Context: an optimization exercise on an open-source flow, tuned for small area and a short achievable clock period. The choices shown serve that exercise and are no tape-out recipe. The RTL was checked by simulation tests, not by an equivalence proof against the original design. Power figures rest on the tool's default switching activity, not on a simulated workload.

## wip/maple
==> flow/design.v <==
module frame_writer #(
  parameter int ROWS = 10,
  parameter int COLS = 20,
  parameter int DW   = 12,
  parameter int AW   = 10
)(
  input  logic          clk,
  input  logic          rst_n,
  input  logic          start,
  input  logic          in_valid,
  output logic          in_ready,
  input  logic [DW-1:0] in_data,
  input  logic [AW-1:0] rd_x,
  input  logic [AW-1:0] rd_y,
  output logic [DW-1:0] rd_data,
  output logic [AW-1:0] wr_x,
  output logic [AW-1:0] wr_y,
  output logic          busy,
  output logic          done
);
  localparam int XW = ROWS > 1 ? $clog2(ROWS) : 1;
  localparam int YW = COLS > 1 ? $clog2(COLS) : 1;
  logic          busy_q, done_q;
  logic [XW-1:0] x_q;
  logic [YW-1:0] y_q;
  logic          accept, last_col, last_row;
  assign busy     = busy_q;
  assign in_ready = busy_q;
  assign done     = done_q;
  assign wr_x     = AW'(x_q);
  assign wr_y     = AW'(y_q);
  assign accept   = in_valid && busy_q;
  assign last_col = y_q == YW'(COLS - 1);
  assign last_row = x_q == XW'(ROWS - 1);
  always_ff @(posedge clk or negedge rst_n)
    if (!rst_n) begin
      busy_q <= 1'b0;
      done_q <= 1'b0;
      x_q    <= '0;
      y_q    <= '0;
    end else begin
      done_q <= accept && last_col && last_row;
      if (busy_q) begin
        if (accept) begin
          if (last_col && last_row) busy_q <= 1'b0;
          y_q <= last_col ? '0 : y_q + 1'b1;
          if (last_col) x_q <= last_row ? '0 : x_q + 1'b1;
        end
      end else if (!done_q && start) begin
        busy_q <= 1'b1;
      end
    end
  logic [ROWS-1:0] wrow;
  logic [COLS-1:0] wcol;
  always_comb begin
    for (int x = 0; x < ROWS; x++) wrow[x] = accept && x_q == XW'(x);
    for (int y = 0; y < COLS; y++) wcol[y] = y_q == YW'(y);
  end
  logic [ROWS*COLS-1:0][DW-1:0] pix_n;
  for (genvar x = 0; x < ROWS; x++) begin : g_row
    for (genvar y = 0; y < COLS; y++) begin : g_col
      always_ff @(posedge clk)
        if (wrow[x] && wcol[y]) pix_n[x*COLS+y] <= ~in_data;
    end
  end
  logic [ROWS-1:0] rrow;
  logic [COLS-1:0] rcol;
  logic [ROWS*COLS-1:0] rsel_n;
  logic rd_ok;
  always_comb begin
    for (int x = 0; x < ROWS; x++) rrow[x] = rd_x[XW-1:0] == XW'(x);
    for (int y = 0; y < COLS; y++) rcol[y] = rd_y[YW-1:0] == YW'(y);
    for (int i = 0; i < ROWS*COLS; i++) rsel_n[i] = !(rrow[i / COLS] && rcol[i % COLS]);
  end
  assign rd_ok = {1'b0, rd_x} < (AW+1)'(ROWS) && {1'b0, rd_y} < (AW+1)'(COLS);
  for (genvar b = 0; b < DW; b++) begin : g_bit
    logic [ROWS*COLS-1:0] col;
    for (genvar i = 0; i < ROWS*COLS; i++) begin : g_i
      assign col[i] = pix_n[i][b];
    end
    fw_andor u_sel (.q(col), .sn(rsel_n), .ok(rd_ok), .y(rd_data[b]));
  end
endmodule
module fw_andor (
  input  logic [199:0] q,
  input  logic [199:0] sn,
  input  logic         ok,
  output logic         y
);
  logic [49:0] l0;
  for (genvar g = 0; g < 50; g++) begin : g_leaf
    fw_nor4cell u (.q(q[4*g +: 4]), .sn(sn[4*g +: 4]), .y_n(l0[g]));
  end
  logic [12:0] l1;
  fw_nand4 u_l1_0 (.a(l0[0]), .b(l0[1]), .c(l0[2]), .d(l0[3]), .y(l1[0]));
  fw_nand4 u_l1_1 (.a(l0[4]), .b(l0[5]), .c(l0[6]), .d(l0[7]), .y(l1[1]));
  fw_nand4 u_l1_2 (.a(l0[8]), .b(l0[9]), .c(l0[10]), .d(l0[11]), .y(l1[2]));
  fw_nand4 u_l1_3 (.a(l0[12]), .b(l0[13]), .c(l0[14]), .d(l0[15]), .y(l1[3]));
  fw_nand4 u_l1_4 (.a(l0[16]), .b(l0[17]), .c(l0[18]), .d(l0[19]), .y(l1[4]));
  fw_nand4 u_l1_5 (.a(l0[20]), .b(l0[21]), .c(l0[22]), .d(l0[23]), .y(l1[5]));
  fw_nand4 u_l1_6 (.a(l0[24]), .b(l0[25]), .c(l0[26]), .d(l0[27]), .y(l1[6]));
  fw_nand4 u_l1_7 (.a(l0[28]), .b(l0[29]), .c(l0[30]), .d(l0[31]), .y(l1[7]));
  fw_nand4 u_l1_8 (.a(l0[32]), .b(l0[33]), .c(l0[34]), .d(l0[35]), .y(l1[8]));
  fw_nand4 u_l1_9 (.a(l0[36]), .b(l0[37]), .c(l0[38]), .d(l0[39]), .y(l1[9]));
  fw_nand4 u_l1_10 (.a(l0[40]), .b(l0[41]), .c(l0[42]), .d(l0[43]), .y(l1[10]));
  fw_nand3 u_l1_11 (.a(l0[44]), .b(l0[45]), .c(l0[46]), .y(l1[11]));
  fw_nand3 u_l1_12 (.a(l0[47]), .b(l0[48]), .c(l0[49]), .y(l1[12]));
  logic [4:0] l2;
  fw_nor3 u_l2_0 (.a(l1[0]), .b(l1[1]), .c(l1[2]), .y(l2[0]));
  fw_nor3 u_l2_1 (.a(l1[3]), .b(l1[4]), .c(l1[5]), .y(l2[1]));
  fw_nor3 u_l2_2 (.a(l1[6]), .b(l1[7]), .c(l1[8]), .y(l2[2]));
  fw_nor2 u_l2_3 (.a(l1[9]), .b(l1[10]), .y(l2[3]));
  fw_nor2 u_l2_4 (.a(l1[11]), .b(l1[12]), .y(l2[4]));
  logic [1:0] l3;
  fw_nand3 u_l3_0 (.a(l2[0]), .b(l2[1]), .c(l2[2]), .y(l3[0]));
  fw_nand2 u_l3_1 (.a(l2[3]), .b(l2[4]), .y(l3[1]));
  logic [0:0] l4;
  fw_nor2 u_l4_0 (.a(l3[0]), .b(l3[1]), .y(l4[0]));
  logic ok_n;
  assign ok_n = ~ok;
  fw_nor2 u_out (.a(l4[0]), .b(ok_n), .y(y));
endmodule
module fw_nor4cell (
  input  logic [3:0] q,
  input  logic [3:0] sn,
  output logic       y_n
);
  logic [1:0] t;
  for (genvar i = 0; i < 2; i++) begin : g_pair
    assign t[i] = ~((sn[2*i] | q[2*i]) & (sn[2*i+1] | q[2*i+1]));
  end
  assign y_n = ~|t;
endmodule
module fw_or9 #(
  parameter int N = 9
)(
  input  logic [N-1:0] p,
  output logic         y
);
  logic [8:0] q;
  logic [2:0] n;
  assign q = 9'(p);
  for (genvar i = 0; i < 3; i++) begin : g_nor
    assign n[i] = ~|q[3*i +: 3];
  end
  assign y = ~&n;
endmodule
module fw_or_ok #(
  parameter int N = 25
)(
  input  logic [N-1:0] p,
  input  logic         ok,
  output logic         y
);
  assign y = ok & (|p);
endmodule
module fw_or8 (
  input  logic [7:0] d,
  input  logic [7:0] s,
  output logic       y
);
  logic [3:0] n;
  for (genvar i = 0; i < 4; i++) begin : g_pair
    assign n[i] = ~((d[2*i] & s[2*i]) | (d[2*i+1] & s[2*i+1]));
  end
  assign y = ~&n;
endmodule
module fw_aoi222 (input logic a, b, c, d, e, f, output logic y);
  assign y = ~((a & b) | (c & d) | (e & f));
endmodule
module fw_aoi22 (input logic a, b, c, d, output logic y);
  assign y = ~((a & b) | (c & d));
endmodule
module fw_inv (input logic a, output logic y);
  assign y = ~a;
endmodule
module fw_nand2 (input logic a, b, output logic y);
  assign y = ~(a & b);
endmodule
module fw_nand3 (input logic a, b, c, output logic y);
  assign y = ~(a & b & c);
endmodule
module fw_nand4 (input logic a, b, c, d, output logic y);
  assign y = ~(a & b & c & d);
endmodule
module fw_and2 (input logic a, b, output logic y);
  assign y = a & b;
endmodule
module fw_nor2 (input logic a, b, output logic y);
  assign y = ~(a | b);
endmodule
module fw_nor3 (input logic a, b, c, output logic y);
  assign y = ~(a | b | c);
endmodule
module fw_nor4 (input logic a, b, c, d, output logic y);
  assign y = ~(a | b | c | d);
endmodule
Settings: LEC_CHECK=0, CAP_MARGIN=20, CORE_MARGIN=2, CORE_UTILIZATION=50, CTS_CLUSTER_DIAMETER=80, CTS_CLUSTER_SIZE=22, PLACE_DENSITY=0.78, SETUP_SLACK_MARGIN=4.5, SLEW_MARGIN=20, SYNTH_HIERARCHICAL=1, SYNTH_MINIMUM_KEEP_SIZE=0; clock period 10.0 ns.
standard.sh (not shown) runs the stock make flow with config.mk's settings and CLKGATE_MAP_FILE= SYNTH_SCRIPT=/design/flow/synth_recipe.tcl, a recipe that flattens the netlist after the stock synthesis.
==> flow/flow/run.sh <==
#!/bin/bash
# Standard synthesis, then the standard layout steps with the delay-buffer cells added to the
# platform's don't-use list, so that port buffering and timing repair use plain buffers.
set -euo pipefail
bash standard.sh synth > synth.log 2>&1
DONT_USE="sky130_fd_sc_hd__probe_p_8 sky130_fd_sc_hd__probec_p_8 sky130_fd_sc_hd__lpflow_bleeder_1 sky130_fd_sc_hd__lpflow_clkbufkapwr_1 sky130_fd_sc_hd__lpflow_clkbufkapwr_16 sky130_fd_sc_hd__lpflow_clkbufkapwr_2 sky130_fd_sc_hd__lpflow_clkbufkapwr_4 sky130_fd_sc_hd__lpflow_clkbufkapwr_8 sky130_fd_sc_hd__lpflow_clkinvkapwr_1 sky130_fd_sc_hd__lpflow_clkinvkapwr_16 sky130_fd_sc_hd__lpflow_clkinvkapwr_2 sky130_fd_sc_hd__lpflow_clkinvkapwr_4 sky130_fd_sc_hd__lpflow_clkinvkapwr_8 sky130_fd_sc_hd__lpflow_decapkapwr_12 sky130_fd_sc_hd__lpflow_decapkapwr_3 sky130_fd_sc_hd__lpflow_decapkapwr_4 sky130_fd_sc_hd__lpflow_decapkapwr_6 sky130_fd_sc_hd__lpflow_decapkapwr_8 sky130_fd_sc_hd__lpflow_inputiso0n_1 sky130_fd_sc_hd__lpflow_inputiso0p_1 sky130_fd_sc_hd__lpflow_inputiso1n_1 sky130_fd_sc_hd__lpflow_inputiso1p_1 sky130_fd_sc_hd__lpflow_inputisolatch_1 sky130_fd_sc_hd__lpflow_isobufsrc_1 sky130_fd_sc_hd__lpflow_isobufsrc_16 sky130_fd_sc_hd__lpflow_isobufsrc_2 sky130_fd_sc_hd__lpflow_isobufsrc_4 sky130_fd_sc_hd__lpflow_isobufsrc_8 sky130_fd_sc_hd__lpflow_isobufsrckapwr_16 sky130_fd_sc_hd__lpflow_lsbuf_lh_hl_isowell_tap_1 sky130_fd_sc_hd__lpflow_lsbuf_lh_hl_isowell_tap_2 sky130_fd_sc_hd__lpflow_lsbuf_lh_hl_isowell_tap_4 sky130_fd_sc_hd__lpflow_lsbuf_lh_isowell_4 sky130_fd_sc_hd__lpflow_lsbuf_lh_isowell_tap_1 sky130_fd_sc_hd__lpflow_lsbuf_lh_isowell_tap_2 sky130_fd_sc_hd__lpflow_lsbuf_lh_isowell_tap_4 sky130_fd_sc_hd__fill_1 sky130_fd_sc_hd__fill_2 sky130_fd_sc_hd__fill_4 sky130_fd_sc_hd__fill_8 "
DONT_USE="$DONT_USE sky130_fd_sc_hd__clkdlybuf4s15_1 sky130_fd_sc_hd__clkdlybuf4s15_2 sky130_fd_sc_hd__clkdlybuf4s18_1 sky130_fd_sc_hd__clkdlybuf4s18_2 sky130_fd_sc_hd__clkdlybuf4s25_1 sky130_fd_sc_hd__clkdlybuf4s25_2 sky130_fd_sc_hd__clkdlybuf4s50_1 sky130_fd_sc_hd__clkdlybuf4s50_2"
bash standard.sh "DONT_USE_CELLS=$DONT_USE" finish > layout.log 2>&1
Input-level comparison between wip/onyx and wip/maple:
Settings: a change of CORE_UTILIZATION from 50 to 55; a change of PLACE_DENSITY from 0.78 to 0.68.
## What came out
- Between wip/maple and wip/onyx, the critical path data required time figures differ only marginally.
- Where shortest period the worst path allows is concerned, wip/maple is outperformed by wip/onyx.
- Slew at the pin closest to its max-slew limit: higher on wip/maple
- The core utilization of wip/onyx exceeds that of wip/maple by 5.9 points.
--- input diff wip/onyx..wip/indigo ---
Settings: swapping 55 for 50 in CORE_UTILIZATION; swapping 0.68 for 0.65 in PLACE_DENSITY.
Findings:
In the reports for wip/onyx and wip/indigo, the smaller internal power belongs to wip/onyx.
Total power of wip/indigo is higher than that of wip/onyx.
Portion of the clock cycle consumed by the worst path in the final layout was higher in wip/onyx than in wip/indigo.
In the metrics for wip/onyx and wip/indigo, the one carrying the lower global routing met2 resource utilization is wip/indigo.
Sum of routed wire length over all layers delta (wip/onyx -> wip/indigo): insignificant
wip/indigo vs wip/onyx: global-route usage down in wip/indigo
Shortest clock period the worst path allows after layout in wip/indigo is 0.14 ns below wip/onyx.
Post-route worst hold slack ended up 0.024 ns lower on wip/indigo than on wip/onyx.
Lower pin slew with the least headroom to its limit goes to wip/indigo over wip/onyx.
Critical path capture point: rd_data[0] -> wip/onyx, rd_data[9] -> wip/indigo

## afterwards: timing with drivers on the ports
The results above use ideal ports. As a check the final layouts listed here were re-extracted and re-timed, cells and wires unchanged. Step 1: set_driving_cell puts a clkbuf_16 on clk and a buf_2 on each other input, an assumption about the parent block. Step 2 adds t to the input delays and takes it off the output delays; t is the mean of the earliest and latest rising clock arrival at the registers after step 1. Input paths then give back, and output paths get back, about the clock's delay inside the block. Slacks: no drivers / after step 1 / after step 2; pairs: no drivers / after step 1.
run	shift t [ns]	setup WS [ns]	slew at the worst register clock pin (ns)	worst slew at a driven data input, ns
wip/maple	0.870	3.273 / 3.219 / 3.219	0.10 / 0.10	0.12
wip/onyx	0.865	3.310 / 3.250 / 3.250	0.10 / 0.10	0.09
wip/indigo	0.871	3.450 / 3.369 / 3.369	0.09 / 0.09	0.15
After both steps setup and hold are still met in every run listed. For wip/indigo, which loses most, drivers alone change the setup slack by -0.081 ns; drivers and shift together by -0.081 ns.
